Background: an optimization exercise with open tools, aiming at small area and a short achievable clock period. Do not read the settings as production practice.
The RTL was checked by simulation tests, not by an equivalence proof against the original design.
Power and IR drop assume default switching activity.

==> job 5433: inputs <==
==> flow/design.v <==
package regfile_pkg;
  localparam int unsigned DATA_W     = 32;
  localparam int unsigned ADDR_W     = 5;
  localparam int unsigned NUM_REGS   = 2 ** ADDR_W;
  localparam int unsigned WR_COUNT_W = 16;
  typedef logic [ADDR_W-1:0] reg_addr_t;
  typedef logic [DATA_W-1:0] reg_data_t;
  function automatic logic [WR_COUNT_W-1:0] sat_inc(input logic [WR_COUNT_W-1:0] val);
    logic [WR_COUNT_W-1:0] res;
    res = (&val) ? val : val + 1'b1;
    sat_inc = res;
  endfunction
endpackage
import regfile_pkg::*;
module rb_or8 (
  input  logic [7:0] d,
  input  logic [7:0] s,
  output logic       y
);
  assign y = |(d & s);
endmodule
module rb_or6 (
  input  logic [5:0] d,
  input  logic [5:0] s,
  output logic       y
);
  assign y = |(d & s);
endmodule
module rb_aoi211 (
  input  logic a, b, c, d,
  output logic y
);
  assign y = ~((a & b) | c | d);
endmodule
module rb_nor2 (
  input  logic a, b,
  output logic y
);
  assign y = ~(a | b);
endmodule
module rb_nand2 (
  input  logic a, b,
  output logic y
);
  assign y = ~(a & b);
endmodule
module rb_aoi32 (
  input  logic a0, a1, a2, b0, b1,
  output logic y
);
  assign y = ~((a0 & a1 & a2) | (b0 & b1));
endmodule
module rb_mux_bit #(
  parameter bit BYPASS = 1'b0
) (
  input  logic [31:1] i_d,
  input  logic [31:1] i_s,
  input  logic        i_fwd,
  input  logic        i_nfwd,
  input  logic        i_wd_n,
  output logic        o_y
);
  logic [3:0] w_p;
  logic [1:0] w_q;
  rb_or8  u_g0 (.d(i_d[8:1]),   .s(i_s[8:1]),   .y(w_p[0]));
  rb_or8  u_g1 (.d(i_d[16:9]),  .s(i_s[16:9]),  .y(w_p[1]));
  rb_or8  u_g2 (.d(i_d[24:17]), .s(i_s[24:17]), .y(w_p[2]));
  rb_or6  u_g3 (.d(i_d[30:25]), .s(i_s[30:25]), .y(w_p[3]));
  rb_nor2   u_q0 (.a(w_p[0]), .b(w_p[1]), .y(w_q[0]));
  rb_aoi211 u_q1 (.a(i_d[31]), .b(i_s[31]), .c(w_p[2]), .d(w_p[3]), .y(w_q[1]));
  if (BYPASS) begin : g_fwd
    rb_aoi32 u_out (
      .a0 (w_q[0]), .a1 (w_q[1]), .a2 (i_nfwd),
      .b0 (i_fwd),  .b1 (i_wd_n),
      .y  (o_y)
    );
  end else begin : g_nofwd
    rb_nand2 u_out (.a(w_q[0]), .b(w_q[1]), .y(o_y));
  end
endmodule
module reg_read_port
#(
  parameter bit BYPASS = 1'b0
) (
  input  logic                        i_rst,
  input  logic [NUM_REGS*DATA_W-1:0]  i_regs,
  input  logic [NUM_REGS-1:0]         i_valid,
  input  regfile_pkg::reg_addr_t      i_rd_addr,
  input  logic                        i_wr_en,
  input  regfile_pkg::reg_addr_t      i_wr_addr,
  input  regfile_pkg::reg_data_t      i_wr_data_n,
  output regfile_pkg::reg_data_t      o_rd_data
);
  logic                   w_fwd;
  logic                   w_nfwd;
  logic [3:0]             w_lo;
  logic [7:0]             w_hi;
  logic [31:1]            w_sel;
  assign w_fwd = BYPASS && i_wr_en && (i_wr_addr == i_rd_addr) && (i_rd_addr != '0) && !i_rst;
  assign w_nfwd = !w_fwd;
  always_comb begin
    for (int unsigned j = 0; j < 4; j++) begin
      w_lo[j] = (i_rd_addr[1:0] == 2'(j)) && !i_rst;
    end
    for (int unsigned k = 0; k < 8; k++) begin
      w_hi[k] = (i_rd_addr[4:2] == 3'(k));
    end
    for (int unsigned i = 1; i < NUM_REGS; i++) begin
      w_sel[i] = w_lo[i % 4] && w_hi[i / 4] && i_valid[i];
    end
  end
  for (genvar b = 0; b < DATA_W; b++) begin : g_bit
    logic [31:1] w_d;
    always_comb begin
      for (int unsigned i = 1; i < NUM_REGS; i++) begin
        w_d[i] = i_regs[i*DATA_W + b];
      end
    end
    rb_mux_bit #(
      .BYPASS (BYPASS)
    ) u_mux (
      .i_d    (w_d),
      .i_s    (w_sel),
      .i_fwd  (w_fwd),
      .i_nfwd (w_nfwd),
      .i_wd_n (i_wr_data_n[b]),
      .o_y    (o_rd_data[b])
    );
  end
endmodule
import regfile_pkg::*;
module reg_bank_32x32
(
  input  logic                          clk,
  input  logic                          rst,
  input  logic                          wr_en,
  input  regfile_pkg::reg_addr_t        wr_addr,
  input  regfile_pkg::reg_data_t        wr_data,
  input  regfile_pkg::reg_addr_t        rs_addr,
  input  regfile_pkg::reg_addr_t        rt_addr,
  input  regfile_pkg::reg_addr_t        dbg_addr,
  output regfile_pkg::reg_data_t        rs_data,
  output regfile_pkg::reg_data_t        rt_data,
  output regfile_pkg::reg_data_t        dbg_data,
  output logic [WR_COUNT_W-1:0]         wr_count
);
  localparam bit OperandBypass = 1'b1;
  logic [NUM_REGS*DATA_W-1:0]      r_regs;
  logic [NUM_REGS-1:0]             r_valid;
  logic [WR_COUNT_W-1:0]           r_wr_count;
  logic                            w_wr_commit;
  logic [NUM_REGS-1:0]             w_wr_sel;
  regfile_pkg::reg_data_t          w_wr_data_n;
  assign w_wr_commit = wr_en && (wr_addr != '0);
  always_comb begin
    w_wr_sel = '0;
    for (int unsigned i = 1; i < NUM_REGS; i++) begin
      w_wr_sel[i] = wr_en && (wr_addr == ADDR_W'(i));
    end
  end
  assign r_regs[DATA_W-1:0] = '0;
  assign r_valid[0]         = 1'b0;
  for (genvar g = 1; g < NUM_REGS; g++) begin : g_reg
    always_ff @(posedge clk) begin
      if (w_wr_sel[g]) begin
        r_regs[g*DATA_W +: DATA_W] <= wr_data;
      end
    end
    always_ff @(posedge clk or posedge rst) begin
      if (rst) begin
        r_valid[g] <= 1'b0;
      end else if (w_wr_sel[g]) begin
        r_valid[g] <= 1'b1;
      end
    end
  end
  always_ff @(posedge clk or posedge rst) begin
    if (rst) begin
      r_wr_count <= '0;
    end else if (w_wr_commit) begin
      r_wr_count <= regfile_pkg::sat_inc(r_wr_count);
    end
  end
  assign wr_count = r_wr_count;
  assign w_wr_data_n = ~wr_data;
  reg_read_port #(
    .BYPASS   (OperandBypass)
  ) u_rs_port (
    .i_rst       (rst),
    .i_regs      (r_regs),
    .i_valid     (r_valid),
    .i_rd_addr   (rs_addr),
    .i_wr_en     (wr_en),
    .i_wr_addr   (wr_addr),
    .i_wr_data_n (w_wr_data_n),
    .o_rd_data   (rs_data)
  );
  reg_read_port #(
    .BYPASS   (OperandBypass)
  ) u_rt_port (
    .i_rst       (rst),
    .i_regs      (r_regs),
    .i_valid     (r_valid),
    .i_rd_addr   (rt_addr),
    .i_wr_en     (wr_en),
    .i_wr_addr   (wr_addr),
    .i_wr_data_n (w_wr_data_n),
    .o_rd_data   (rt_data)
  );
  reg_read_port #(
    .BYPASS   (1'b0)
  ) u_dbg_port (
    .i_rst       (rst),
    .i_regs      (r_regs),
    .i_valid     (r_valid),
    .i_rd_addr   (dbg_addr),
    .i_wr_en     (wr_en),
    .i_wr_addr   (wr_addr),
    .i_wr_data_n (w_wr_data_n),
    .o_rd_data   (dbg_data)
  );
endmodule
==> flow/run.sh <==
#!/bin/bash
# synth_recipe.tcl (not shown) runs the flow's synth.tcl, then flattens the netlist and writes it again
# the make line also repeats each setting of config.mk as NAME=value (left out here)
make -C /OpenROAD-flow-scripts/flow DESIGN_CONFIG=/design/flow/config.mk WORK_HOME=/design/flow/orfs CLKGATE_MAP_FILE= SYNTH_SCRIPT=/design/flow/synth_recipe.tcl finish
==> flow/config.mk <==
export PLATFORM = sky130hd
export DESIGN_NAME = reg_bank_32x32
export DESIGN_NICKNAME = reg_bank_32x32
export VERILOG_FILES = /design/flow/design.v
export SDC_FILE = /design/flow/constraint.sdc
export NUM_CORES = 4
export LEC_CHECK = 0
export CAP_MARGIN = 20
export CORE_MARGIN = 2
export CORE_UTILIZATION = 35
export CTS_CLUSTER_DIAMETER = 60
export CTS_CLUSTER_SIZE = 20
export PLACE_DENSITY = 0.55
export SETUP_SLACK_MARGIN = 1.0
export SLEW_MARGIN = 20
export SYNTH_HIERARCHICAL = 1
export SYNTH_MINIMUM_KEEP_SIZE = 0
==> flow/constraint.sdc <==
create_clock -name core_clock -period 6.0 [get_ports {clk}]
set_input_delay 1.2000 -clock core_clock [delete_from_list [all_inputs] [get_ports {clk}]]
set_output_delay 1.2000 -clock core_clock [all_outputs]
set_load 0.01 [all_outputs]
==> job 3543: changes against job 5433 <==
==> flow/design.v, changed modules only <==
module rb_sel_group (
  input  logic [3:0]  i_lo,
  input  logic [7:0]  i_hi,
  input  logic [31:1] i_valid,
  output logic [31:1] o_sel
);
  always_comb begin
    for (int unsigned i = 1; i < 32; i++) begin
      o_sel[i] = i_lo[i % 4] && i_hi[i / 4] && i_valid[i];
    end
  end
endmodule
module reg_read_port
#(
  parameter bit BYPASS = 1'b0
) (
  input  logic                        i_rst,
  input  logic [NUM_REGS*DATA_W-1:0]  i_regs,
  input  logic [NUM_REGS-1:0]         i_valid,
  input  regfile_pkg::reg_addr_t      i_rd_addr,
  input  logic                        i_wr_en,
  input  regfile_pkg::reg_addr_t      i_wr_addr,
  input  regfile_pkg::reg_data_t      i_wr_data_n,
  output regfile_pkg::reg_data_t      o_rd_data
);
  logic                   w_fwd;
  logic                   w_nfwd;
  logic [3:0]             w_lo;
  logic [7:0]             w_hi;
  logic [31:1]            w_sel [4];
  assign w_fwd = BYPASS && i_wr_en && (i_wr_addr == i_rd_addr) && (i_rd_addr != '0) && !i_rst;
  assign w_nfwd = !w_fwd;
  always_comb begin
    for (int unsigned j = 0; j < 4; j++) begin
      w_lo[j] = (i_rd_addr[1:0] == 2'(j)) && !i_rst;
    end
    for (int unsigned k = 0; k < 8; k++) begin
      w_hi[k] = (i_rd_addr[4:2] == 3'(k));
    end
  end
  for (genvar g = 0; g < 4; g++) begin : g_selgrp
    rb_sel_group u_sel (
      .i_lo    (w_lo),
      .i_hi    (w_hi),
      .i_valid (i_valid[31:1]),
      .o_sel   (w_sel[g])
    );
  end
  for (genvar b = 0; b < DATA_W; b++) begin : g_bit
    logic [31:1] w_d;
    always_comb begin
      for (int unsigned i = 1; i < NUM_REGS; i++) begin
        w_d[i] = i_regs[i*DATA_W + b];
      end
    end
    rb_mux_bit #(
      .BYPASS (BYPASS)
    ) u_mux (
      .i_d    (w_d),
      .i_s    (w_sel[b / 8]),
      .i_fwd  (w_fwd),
      .i_nfwd (w_nfwd),
      .i_wd_n (i_wr_data_n[b]),
      .o_y    (o_rd_data[b])
    );
  end
endmodule
==> flow/flow/run.sh (new file) <==
#!/bin/bash
# Own flow: the standard layout (standard.sh, all steps unchanged), with
# one difference: the input and output ports are buffered with buf_2 cells
# instead of the delay buffers that buffer_ports picks by default. Every
# port still gets its own buffer. make's full output goes to
# flow_standard.log in the work folder; each ORFS step keeps its own log
# under orfs/logs/.
set -euo pipefail
export BUFFER_PORTS_ARGS="-buffer_cell sky130_fd_sc_hd__buf_2"
bash standard.sh > flow_standard.log 2>&1
==> flow/standard.sh (new file) <==
#!/bin/bash
# synth_recipe.tcl (not shown) runs the flow's synth.tcl, then flattens the netlist and writes it again
# the make line also repeats each setting of config.mk as NAME=value (left out here)
make -C /OpenROAD-flow-scripts/flow DESIGN_CONFIG=/design/flow/config.mk WORK_HOME=/design/flow/orfs CLKGATE_MAP_FILE= SYNTH_SCRIPT=/design/flow/synth_recipe.tcl "${@:-finish}"
Settings changed: CTS_CLUSTER_DIAMETER 60 to 75, CTS_CLUSTER_SIZE 20 to 24.
removed: flow/run.sh
==> job 3515: changes against job 5433 <==
==> flow/design.v, changed modules only <==
module rb_sel_group (
  input  logic [3:0]  i_lo,
  input  logic [7:0]  i_hi,
  input  logic [31:1] i_valid,
  output logic [31:1] o_sel
);
  always_comb begin
    for (int unsigned i = 1; i < 32; i++) begin
      o_sel[i] = i_lo[i % 4] && i_hi[i / 4] && i_valid[i];
    end
  end
endmodule
module reg_read_port
#(
  parameter bit BYPASS = 1'b0
) (
  input  logic                        i_rst,
  input  logic [NUM_REGS*DATA_W-1:0]  i_regs,
  input  logic [NUM_REGS-1:0]         i_valid,
  input  regfile_pkg::reg_addr_t      i_rd_addr,
  input  logic                        i_wr_en,
  input  regfile_pkg::reg_addr_t      i_wr_addr,
  input  regfile_pkg::reg_data_t      i_wr_data_n,
  output regfile_pkg::reg_data_t      o_rd_data
);
  logic                   w_fwd;
  logic                   w_nfwd;
  logic [3:0]             w_lo;
  logic [7:0]             w_hi;
  logic [31:1]            w_sel [4];
  assign w_fwd = BYPASS && i_wr_en && (i_wr_addr == i_rd_addr) && (i_rd_addr != '0) && !i_rst;
  assign w_nfwd = !w_fwd;
  always_comb begin
    for (int unsigned j = 0; j < 4; j++) begin
      w_lo[j] = (i_rd_addr[1:0] == 2'(j)) && !i_rst;
    end
    for (int unsigned k = 0; k < 8; k++) begin
      w_hi[k] = (i_rd_addr[4:2] == 3'(k));
    end
  end
  for (genvar g = 0; g < 4; g++) begin : g_selgrp
    rb_sel_group u_sel (
      .i_lo    (w_lo),
      .i_hi    (w_hi),
      .i_valid (i_valid[31:1]),
      .o_sel   (w_sel[g])
    );
  end
  for (genvar b = 0; b < DATA_W; b++) begin : g_bit
    logic [31:1] w_d;
    always_comb begin
      for (int unsigned i = 1; i < NUM_REGS; i++) begin
        w_d[i] = i_regs[i*DATA_W + b];
      end
    end
    rb_mux_bit #(
      .BYPASS (BYPASS)
    ) u_mux (
      .i_d    (w_d),
      .i_s    (w_sel[b / 8]),
      .i_fwd  (w_fwd),
      .i_nfwd (w_nfwd),
      .i_wd_n (i_wr_data_n[b]),
      .o_y    (o_rd_data[b])
    );
  end
endmodule
==> flow/flow/run.sh (new file) <==
#!/bin/bash
# Own flow: the standard layout (standard.sh, all steps unchanged), with
# one difference: the input and output ports are buffered with buf_2 cells
# instead of the delay buffers that buffer_ports picks by default. Every
# port still gets its own buffer. make's full output goes to
# flow_standard.log in the work folder; each ORFS step keeps its own log
# under orfs/logs/.
set -euo pipefail
export BUFFER_PORTS_ARGS="-buffer_cell sky130_fd_sc_hd__buf_2"
bash standard.sh > flow_standard.log 2>&1
==> flow/standard.sh (new file) <==
#!/bin/bash
# synth_recipe.tcl (not shown) runs the flow's synth.tcl, then flattens the netlist and writes it again
# the make line also repeats each setting of config.mk as NAME=value (left out here)
make -C /OpenROAD-flow-scripts/flow DESIGN_CONFIG=/design/flow/config.mk WORK_HOME=/design/flow/orfs CLKGATE_MAP_FILE= SYNTH_SCRIPT=/design/flow/synth_recipe.tcl "${@:-finish}"
Settings changed: CORE_UTILIZATION 35 to 45, CTS_CLUSTER_DIAMETER 60 to 75, CTS_CLUSTER_SIZE 20 to 24, PLACE_DENSITY 0.55 to 0.62, SETUP_SLACK_MARGIN 1.0 to 1.3.
removed: flow/run.sh
==> job 4491: changes against job 5433 <==
==> flow/design.v, changed modules only <==
module rb_sel_group (
  input  logic [3:0]  i_lo,
  input  logic [7:0]  i_hi,
  input  logic [31:1] i_valid,
  output logic [31:1] o_sel
);
  always_comb begin
    for (int unsigned i = 1; i < 32; i++) begin
      o_sel[i] = i_lo[i % 4] && i_hi[i / 4] && i_valid[i];
    end
  end
endmodule
module reg_read_port
#(
  parameter bit BYPASS = 1'b0
) (
  input  logic                        i_rst,
  input  logic [NUM_REGS*DATA_W-1:0]  i_regs,
  input  logic [NUM_REGS-1:0]         i_valid,
  input  regfile_pkg::reg_addr_t      i_rd_addr,
  input  logic                        i_wr_en,
  input  regfile_pkg::reg_addr_t      i_wr_addr,
  input  regfile_pkg::reg_data_t      i_wr_data_n,
  output regfile_pkg::reg_data_t      o_rd_data
);
  logic                   w_fwd;
  logic                   w_nfwd;
  logic [3:0]             w_lo;
  logic [7:0]             w_hi;
  logic [31:1]            w_sel [4];
  assign w_fwd = BYPASS && i_wr_en && (i_wr_addr == i_rd_addr) && (i_rd_addr != '0) && !i_rst;
  assign w_nfwd = !w_fwd;
  always_comb begin
    for (int unsigned j = 0; j < 4; j++) begin
      w_lo[j] = (i_rd_addr[1:0] == 2'(j)) && !i_rst;
    end
    for (int unsigned k = 0; k < 8; k++) begin
      w_hi[k] = (i_rd_addr[4:2] == 3'(k));
    end
  end
  for (genvar g = 0; g < 4; g++) begin : g_selgrp
    rb_sel_group u_sel (
      .i_lo    (w_lo),
      .i_hi    (w_hi),
      .i_valid (i_valid[31:1]),
      .o_sel   (w_sel[g])
    );
  end
  for (genvar b = 0; b < DATA_W; b++) begin : g_bit
    logic [31:1] w_d;
    always_comb begin
      for (int unsigned i = 1; i < NUM_REGS; i++) begin
        w_d[i] = i_regs[i*DATA_W + b];
      end
    end
    rb_mux_bit #(
      .BYPASS (BYPASS)
    ) u_mux (
      .i_d    (w_d),
      .i_s    (w_sel[b / 8]),
      .i_fwd  (w_fwd),
      .i_nfwd (w_nfwd),
      .i_wd_n (i_wr_data_n[b]),
      .o_y    (o_rd_data[b])
    );
  end
endmodule
==> flow/flow/run.sh (new file) <==
#!/bin/bash
# Own flow: the standard layout (standard.sh, all steps unchanged), with
# one difference: the input and output ports are buffered with buf_2 cells
# instead of the delay buffers that buffer_ports picks by default. Every
# port still gets its own buffer. make's full output goes to
# flow_standard.log in the work folder; each ORFS step keeps its own log
# under orfs/logs/.
set -euo pipefail
export BUFFER_PORTS_ARGS="-buffer_cell sky130_fd_sc_hd__buf_2"
bash standard.sh > flow_standard.log 2>&1
==> flow/standard.sh (new file) <==
#!/bin/bash
# synth_recipe.tcl (not shown) runs the flow's synth.tcl, then flattens the netlist and writes it again
# the make line also repeats each setting of config.mk as NAME=value (left out here)
make -C /OpenROAD-flow-scripts/flow DESIGN_CONFIG=/design/flow/config.mk WORK_HOME=/design/flow/orfs CLKGATE_MAP_FILE= SYNTH_SCRIPT=/design/flow/synth_recipe.tcl "${@:-finish}"
Settings changed: CTS_CLUSTER_DIAMETER 60 to 90, CTS_CLUSTER_SIZE 20 to 30.
removed: flow/run.sh
==> comparison table <==
Status: job 3515 timing/DRC/antenna clean; job 5433 timing/DRC/antenna clean; job 4491 timing/DRC/antenna clean; job 3543 timing/DRC/antenna clean
Core Rows: job 3515 122; job 5433 136; job 4491 138; job 3543 138
Detailed-routing iteration count for the pre-antenna-repair pass: job 3515 10; job 5433 9; job 4491 7; job 3543 8
Final core utilization: job 3515 0.511; job 5433 0.453; job 4491 0.398; job 3543 0.403
Clock Latency Late Sink: job 3515 0.73 ns; job 5433 0.71 ns; job 4491 0.71 ns; job 3543 0.69 ns
Endpoint of the lowest-slack register-to-register path: job 3515 r_wr_count[14]$_DFFE_PP0P_; job 5433 r_wr_count[1]$_DFFE_PP0P_; job 4491 r_wr_count[1]$_DFFE_PP0P_; job 3543 r_wr_count[1]$_DFFE_PP0P_
Routing usage on met2: job 3515 0.571; job 5433 0.487; job 4491 0.479; job 3543 0.479
Final weighted congestion in routability-driven placement: job 3515 1.01; job 5433 0.923; job 4491 0.947; job 3543 0.947
Number of antenna violations at the first check in global routing: job 3515 17; job 5433 8; job 4491 21; job 3543 18
Measured slew at the worst slew-check pin: job 3515 1.21 ns; job 5433 1.19 ns; job 4491 1.22 ns; job 3543 1.22 ns
Hold WS: job 3515 0.523 ns; job 5433 0.502 ns; job 4491 0.515 ns; job 3543 0.515 ns
Switching power: job 3515 4.01 mW; job 5433 4.41 mW; job 4491 4.06 mW; job 3543 4.29 mW
Worst setup path endpoint: job 3515 rt_data[24]; job 5433 dbg_data[18]; job 4491 rs_data[16]; job 3543 rs_data[28]
Crit-path max FO: job 3515 16; job 5433 32; job 4491 24; job 3543 9
Highest achievable clock rate: job 3515 0.208 GHz; job 5433 0.196 GHz; job 4491 0.196 GHz; job 3543 0.195 GHz
Clock buffer count: job 3515 75; job 5433 106; job 4491 59; job 3543 83
Gate count of the mapped netlist: job 3515 3762; job 5433 3480; job 4491 3762; job 3543 3762
Instance area after placement: job 3515 53900 um2; job 5433 55800 um2; job 4491 54500 um2; job 3543 54500 um2

-- re-timing with driven ports --
Ports are ideal in the flow. The routed layouts listed here were re-timed in OpenROAD. Step 1 sets driving cells, clkbuf_16 on the clock port and buf_2 on the other inputs (assumed; they add their load-dependent delay and slew). Step 2 times the ports against the registers' clock, not the clock port: input delays grow and output delays shrink by t, the midpoint of the rising clock arrivals with the driver on. Three values: no drivers, after step 1, after step 2; two values: the first two.
| run | t (ns) | setup WS [ns] | worst slew at a driven data input, ns | pins driven straight from the clock port |
|---|---|---|---|---|
| job 5433 | 0.796 | 0.902 / 0.866 / 0.866 | 0.05 | 1 |
| job 3543 | 0.778 | 0.870 / 0.683 / 0.683 | 0.22 | 1 |
| job 3515 | 0.813 | 1.186 / 1.143 / 1.143 | 0.08 | 1 |
| job 4491 | 0.798 | 0.908 / 0.750 / 0.750 | 0.20 | 1 |
After both steps setup and hold are still met in every run listed. The setup slack of job 3543, which loses most, moves by -0.187 ns with the drivers and by -0.187 ns with both steps.
